This is an optimization exercise on Yosys and OpenROAD, whose aim is small area and a short achievable clock period, not a production implementation.
Only simulation tests tie the RTL to the original design; equivalence was not proved.

==> tundra <==
## sfp_row_norm
module sfp_row_norm
#(
    parameter  int COL     = COL_DEF,
    parameter  int BW      = BW_DEF,
    parameter  int BW_PSUM = 2 * BW + 4,
    parameter  int SHIFT   = SHIFT_DEF,
    parameter  int DEPTH   = DEPTH_DEF,
    localparam int SUM_W   = BW_PSUM + $clog2(COL),
    localparam int CW      = $clog2(DEPTH) + 1
) (
    input  logic                   clk,
    input  logic                   reset,
    input  logic                   acc,
    input  logic                   div,
    input  logic                   sign_mode,
    input  logic [COL*BW_PSUM-1:0] sfp_in,
    input  logic [SUM_W-1:0]       sum_in,
    input  logic                   sum_in_valid,
    input  logic                   ext_rd,
    output logic [SUM_W-1:0]       sum_out,
    output logic                   sum_out_valid,
    output logic                   acc_ready,
    output logic [COL*BW_PSUM-1:0] sfp_out,
    output logic                   out_valid,
    output logic                   dz_flag,
    output logic                   div_err,
    output logic                   ovf,
    output logic [CW-1:0]          loc_cnt,
    output logic [CW-1:0]          ext_cnt
);
    logic [19:0] mag [8];
    logic [22:0] cs_a, cs_b;
    logic [22:0] loc_head;
    logic        loc_empty;
    logic        acc_rdy;
    logic        push;
    logic        div_ok;
    logic [16:0] d_sum;
    for (genvar i = 0; i < 8; i++) begin : g_mag
        sfp_lane_mag u_mag (.x(sfp_in[i*20 +: 20]), .mag(mag[i]));
    end
    sfp_row_csa u_csa (
        .m0(mag[0]), .m1(mag[1]), .m2(mag[2]), .m3(mag[3]),
        .m4(mag[4]), .m5(mag[5]), .m6(mag[6]), .m7(mag[7]),
        .sum_a(cs_a), .sum_b(cs_b)
    );
    assign div_ok = div && !loc_empty && sum_in_valid;
    assign push   = acc && acc_rdy;
    sfp_div_sum u_dsum (.h(loc_head[22:7]), .s(sum_in[22:7]), .d(d_sum));
    sfp_sum_fifo u_fifo (
        .clk      (clk),
        .reset    (reset),
        .push     (push),
        .pop_loc  (div_ok),
        .pop_ext  (ext_rd),
        .din_a    (cs_a),
        .din_b    (cs_b),
        .loc_head (loc_head),
        .ext_head (sum_out),
        .loc_empty(loc_empty),
        .ext_valid(sum_out_valid),
        .ready    (acc_rdy),
  ...
export LEC_CHECK = 0
export ABC_AREA = 1
export CAP_MARGIN = 20
export CORE_MARGIN = 2
export CORE_UTILIZATION = 50
export SLEW_MARGIN = 20
export SYNTH_HIERARCHICAL = 1
create_clock -name core_clock -period 75.0 [get_ports {clk}]
run.sh (not shown) runs the stock make flow with config.mk's settings and CLKGATE_MAP_FILE= SYNTH_SCRIPT=/design/flow/synth_recipe.tcl, a recipe that flattens the netlist after the stock synthesis.
==> indigo: changes against tundra <==
--- a/flow/design.v
+++ b/flow/design.v
@@ -25,61 +25,74 @@
     output logic          ext_valid,
     output logic          ready,      
     output logic [CW-1:0] loc_cnt,
     output logic [CW-1:0] ext_cnt
 );
-    logic [W-1:0]  mem [DEPTH];
-    logic [AW-1:0] wr_ptr;
-    logic [AW-1:0] loc_rd;
-    logic [AW-1:0] ext_rd;
-    logic          ext_pop_ok;
-    logic [CW-1:0] loc_cnt_nx;
-    logic [CW-1:0] ext_cnt_nx;
-    logic [W-1:0]  stg_a;
-    logic [W-1:0]  stg_b;
-    logic [AW-1:0] stg_ptr;
-    logic          stg_v;
-    logic          stg_loc;    
-    logic          stg_ext;    
-    logic [W-1:0]  stg_sum;
+    logic [W-1:0]     mem [DEPTH];
+    logic [AW-1:0]    wr_ptr;
+    logic [AW-1:0]    loc_rd;
+    logic [DEPTH-1:0] ext_rd_oh;
+    logic             ext_pop_ok;
+    logic [CW-1:0]    loc_cnt_nx;
+    logic [CW-1:0]    ext_cnt_nx;
+    logic [W-1:0]     stg_a;
+    logic [W-1:0]     stg_b;
+    logic [AW-1:0]    stg_ptr;
+    logic             stg_v;
+    logic             stg_loc;    
+    logic             stg_ext;    
+    logic [W-1:0]     stg_sum;
+    logic [W-1:0]     ext_mem;
     assign loc_empty  = (loc_cnt == '0);
     assign ext_valid  = (ext_cnt != '0);
     assign ready      = !loc_cnt[CW-1] && !ext_cnt[CW-1];
     assign ext_pop_ok = pop_ext && ext_valid;
     assign loc_cnt_nx = loc_cnt + CW'(push) - CW'(pop_loc);
     assign ext_cnt_nx = ext_cnt + CW'(push) - CW'(ext_pop_ok);
-    assign stg_sum  = stg_a + stg_b;
+    sfp_cpa u_cpa (.a(stg_a), .b(stg_b), .s(stg_sum));
+    always_comb begin
+        ext_mem = '0;
+        for (int e = 0; e < DEPTH; e++)
+            ext_mem = ext_mem | (mem[e] & {W{ext_rd_oh[e] & ext_valid}});
+    end
     assign loc_head = stg_loc ? stg_sum : mem[loc_rd];
-    assign ext_head = !ext_valid ? '0 : (stg_ext ? stg_sum : mem[ext_rd]);
+    assign ext_head = (stg_sum & {W{stg_ext}}) | (ext_mem & {W{!stg_ext}});
     always_ff @(posedge clk) begin
         stg_a   <= din_a;
         stg_b   <= din_b;
         stg_ptr <= wr_ptr;
         if (stg_v) mem[stg_ptr] <= stg_sum;
     end
     always_ff @(posedge clk or negedge reset) begin
         if (!reset) begin
-            wr_ptr  <= '0;
-            loc_rd  <= '0;
-            ext_rd  <= '0;
-            loc_cnt <= '0;
-            ext_cnt <= '0;
-            stg_v   <= 1'b0;
-            stg_loc <= 1'b0;
-            stg_ext <= 1'b0;
+            wr_ptr    <= '0;
+            loc_rd    <= '0;
+            ext_rd_oh <= DEPTH'(1);
+            loc_cnt   <= '0;
+            ext_cnt   <= '0;
+            stg_v     <= 1'b0;
+            stg_loc   <= 1'b0;
+            stg_ext   <= 1'b0;
         end else begin
-            if (push)       wr_ptr <= wr_ptr + AW'(1);
-            if (pop_loc)    loc_rd <= loc_rd + AW'(1);
-            if (ext_pop_ok) ext_rd <= ext_rd + AW'(1);
+            if (push)       wr_ptr    <= wr_ptr + AW'(1);
+            if (pop_loc)    loc_rd    <= loc_rd + AW'(1);
+            if (ext_pop_ok) ext_rd_oh <= {ext_rd_oh[DEPTH-2:0], ext_rd_oh[DEPTH-1]};
             loc_cnt <= loc_cnt_nx;
             ext_cnt <= ext_cnt_nx;
             stg_v   <= push;
             stg_loc <= push && (loc_cnt_nx == CW'(1));
             stg_ext <= push && (ext_cnt_nx == CW'(1));
         end
     end
 endmodule
+module sfp_cpa (
+    input  logic [22:0] a,
+    input  logic [22:0] b,
+    output logic [22:0] s
+);
+    assign s = a + b;
+endmodule
 import sfp_pkg::*;
 module sfp_row_norm
 #(
     parameter  int COL     = COL_DEF,
     parameter  int BW      = BW_DEF,
@@ -182,19 +195,18 @@
     end
     logic [16:0] d1;
     logic [19:0] a1 [8];    
     logic [19:7] q1 [8];    
     logic [12:0] r1 [8];
-    logic [7:0]  ng1, nz1;
+    logic [7:0]  ng1;
     always_ff @(posedge clk) begin
         d1  <= d0;
         ng1 <= ng0;
         for (int i = 0; i < 8; i++) begin
             a1[i] <= a0[i];
             q1[i] <= qs0[i];
             r1[i] <= rn0[i];
-            nz1[i] <= |a0[i];
         end
     end
     logic [16:0] hz1;
     logic [6:0] qs1 [8];
     sfp_div_hz u_hz1 (.d(d1), .hz(hz1));
@@ -204,11 +216,11 @@
     logic        dz;
     logic [19:0] qf [8];
     always_comb begin
         dz = ~|d1;
         for (int i = 0; i < 8; i++)
-            qf[i] = dz ? {1'b0, {19{nz1[i]}}} : {q1[i][19:7], qs1[i]};
+            qf[i] = dz ? {1'b0, {19{(|r1[i] | |a1[i][6:0])}}} : {q1[i][19:7], qs1[i]};
     end
     logic [19:0] qo [8];
     logic [7:0]  ngo;
     logic        dz_r;
     always_ff @(posedge clk) begin
@@ -811,51 +823,44 @@
 module sfp_res_sign (
     input  logic [19:0] q,
     input  logic        neg,
     output logic [19:0] y
 );
-    wire po_l0_1 = q[1] | q[0];
-    wire po_l0_3 = q[3] | q[2];
-    wire po_l0_5 = q[5] | q[4];
-    wire po_l0_7 = q[7] | q[6];
-    wire po_l0_9 = q[9] | q[8];
-    wire po_l0_11 = q[11] | q[10];
-    wire po_l0_13 = q[13] | q[12];
-    wire po_l0_15 = q[15] | q[14];
-    wire po_l0_17 = q[17] | q[16];
-    wire po_l0_19 = q[19] | q[18];
-    wire po_l1_2 = q[2] | po_l0_1;
-    wire po_l1_3 = po_l0_3 | po_l0_1;
-    wire po_l1_6 = q[6] | po_l0_5;
-    wire po_l1_7 = po_l0_7 | po_l0_5;
-    wire po_l1_10 = q[10] | po_l0_9;
-    wire po_l1_11 = po_l0_11 | po_l0_9;
-    wire po_l1_14 = q[14] | po_l0_13;
-    wire po_l1_15 = po_l0_15 | po_l0_13;
-    wire po_l1_18 = q[18] | po_l0_17;
-    wire po_l1_19 = po_l0_19 | po_l0_17;
-    wire po_l2_4 = q[4] | po_l1_3;
-    wire po_l2_5 = po_l0_5 | po_l1_3;
-    wire po_l2_6 = po_l1_6 | po_l1_3;
-    wire po_l2_7 = po_l1_7 | po_l1_3;
-    wire po_l2_12 = q[12] | po_l1_11;
-    wire po_l2_13 = po_l0_13 | po_l1_11;
-    wire po_l2_14 = po_l1_14 | po_l1_11;
-    wire po_l2_15 = po_l1_15 | po_l1_11;
-    wire po_l3_8 = q[8] | po_l2_7;
-    wire po_l3_9 = po_l0_9 | po_l2_7;
-    wire po_l3_10 = po_l1_10 | po_l2_7;
-    wire po_l3_11 = po_l1_11 | po_l2_7;
-    wire po_l3_12 = po_l2_12 | po_l2_7;
-    wire po_l3_13 = po_l2_13 | po_l2_7;
-    wire po_l3_14 = po_l2_14 | po_l2_7;
-    wire po_l3_15 = po_l2_15 | po_l2_7;
-    wire po_l4_16 = q[16] | po_l3_15;
-    wire po_l4_17 = po_l0_17 | po_l3_15;
-    wire po_l4_18 = po_l1_18 | po_l3_15;
-    wire po_l4_19 = po_l1_19 | po_l3_15;
-    wire [19:0] po = {po_l4_18, po_l4_17, po_l4_16, po_l3_15, po_l3_14, po_l3_13, po_l3_12, po_l3_11, po_l3_10, po_l3_9, po_l3_8, po_l2_7, po_l2_6, po_l2_5, po_l2_4, po_l1_3, po_l1_2, po_l0_1, q[0], 1'b0};
+    wire po_n0 = q[1] | q[0];
+    wire po_n1 = q[3] | q[2];
+    wire po_n2 = q[5] | q[4];
+    wire po_n3 = q[7] | q[6];
+    wire po_n4 = q[9] | q[8];
+    wire po_n5 = q[11] | q[10];
+    wire po_n6 = q[13] | q[12];
+    wire po_n7 = q[15] | q[14];
+    wire po_n8 = q[17] | q[16];
+    wire po_n9 = q[19] | q[18];
+    wire po_n10 = po_n1 | po_n0;
+    wire po_n11 = po_n3 | po_n2;
+    wire po_n12 = po_n5 | po_n4;
+    wire po_n13 = po_n7 | po_n6;
+    wire po_n14 = po_n9 | po_n8;
+    wire po_n15 = po_n11 | po_n10;
+    wire po_n16 = po_n13 | po_n12;
+    wire po_n17 = po_n16 | po_n15;
+    wire po_n18 = po_n12 | po_n15;
+    wire po_n19 = po_n14 | po_n17;
+    wire po_n20 = po_n2 | po_n10;
+    wire po_n21 = po_n4 | po_n15;
+    wire po_n22 = po_n6 | po_n18;
+    wire po_n23 = po_n8 | po_n17;
+    wire po_n24 = q[2] | po_n0;
+    wire po_n25 = q[4] | po_n10;
+    wire po_n26 = q[6] | po_n20;
+    wire po_n27 = q[8] | po_n15;
+    wire po_n28 = q[10] | po_n21;
+    wire po_n29 = q[12] | po_n18;
+    wire po_n30 = q[14] | po_n22;
+    wire po_n31 = q[16] | po_n17;
+    wire po_n32 = q[18] | po_n23;
+    wire [19:0] po = {po_n32, po_n23, po_n31, po_n17, po_n30, po_n22, po_n29, po_n18, po_n28, po_n21, po_n27, po_n15, po_n26, po_n20, po_n25, po_n10, po_n24, po_n0, q[0], 1'b0};
     assign y = q ^ ({20{neg}} & po);
 endmodule
 module sfp_div_sum (
     input  logic [15:0] h,
     input  logic [15:0] s,
--- a/flow/config.mk
+++ b/flow/config.mk
@@ -7,7 +7,9 @@
 export LEC_CHECK = 0
 export ABC_AREA = 1
 export CAP_MARGIN = 20
 export CORE_MARGIN = 2
 export CORE_UTILIZATION = 50
+export CTS_CLUSTER_DIAMETER = 80
+export CTS_CLUSTER_SIZE = 24
 export SLEW_MARGIN = 20
 export SYNTH_HIERARCHICAL = 1
==> qor summary <==
Outcome: indigo complete, no violations; tundra complete, no violations
Final-layout clock buffer total: indigo 103; tundra 175
Met2 capacity usage during global routing: indigo 50.2%; tundra 50.7%
Delay of the slowest critical-path stage: indigo 0.75 ns; tundra 0.84 ns
Synthesized instance count: indigo 20520; tundra 20459
Final-layout non-clock buffer area share: indigo 3.83%; tundra 3.63%
Core Area: indigo 0.256 sq mm; tundra 0.257 sq mm
Capturing element of the worst setup path: indigo sum_out[19]; tundra sum_out[11]
Number of inserted diodes: indigo 29; tundra 13
Vias in the first global route: indigo 110880; tundra 112431
Total global routing track utilization: indigo 31.3%; tundra 31.3%
Number of logic stages on the critical path including buffering: indigo 14; tundra 11
Worst hold-check slack: indigo 0.312 ns; tundra 0.323 ns
Clock network area share: indigo 2.58%; tundra 3.55%
Worst reg2reg setup slack: indigo 59.41 ns; tundra 59.08 ns
Beginning of the critical path: indigo u_fifo.ext_cnt[2]; tundra u_fifo.ext_rd[0]
Dpl ws: indigo 55.38 ns; tundra 55.27 ns
Final weighted congestion of routability-driven global placement: indigo 0.949; tundra 0.985
HPWL after detailed placement: indigo 323000 um; tundra 318000 um
Slack of the critical path: indigo 54.56 ns; tundra 55.59 ns
Maximum fanout encountered on the critical timing path: indigo 105; tundra 94
DR pass1 iterations: indigo 9; tundra 8
Sequential standard cell area: indigo 0.0261 sq mm; tundra 0.0260 sq mm

==> static timing again, ports no longer ideal <==
In the flow no input, the clock included, has a driving cell. The finished layouts below were timed again as built, in two steps. Step 1 sets driving cells, clkbuf_16 on the clock port and buf_2 on the other inputs (assumed; they add their load-dependent delay and slew). Step 2, shift: input delay + t, output delay - t, t = (earliest + latest rising clock arrival at the registers) / 2. This alone moves slack from input paths to output paths. Slacks: no drivers / after step 1 / after step 2; pairs: no drivers / after step 1.
| run | t (ns) | slack for setup (ns) | pins driven straight from the clock port |
|---|---|---|---|
| tundra | 0.928 | 55.588 / 55.487 / 55.118 | 1 |
| indigo | 0.899 | 54.558 / 54.453 / 55.300 | 1 |
After both steps every run listed still meets setup and hold. For tundra, which loses most, drivers alone change the setup slack by -0.101 ns; drivers and shift together by -0.470 ns.
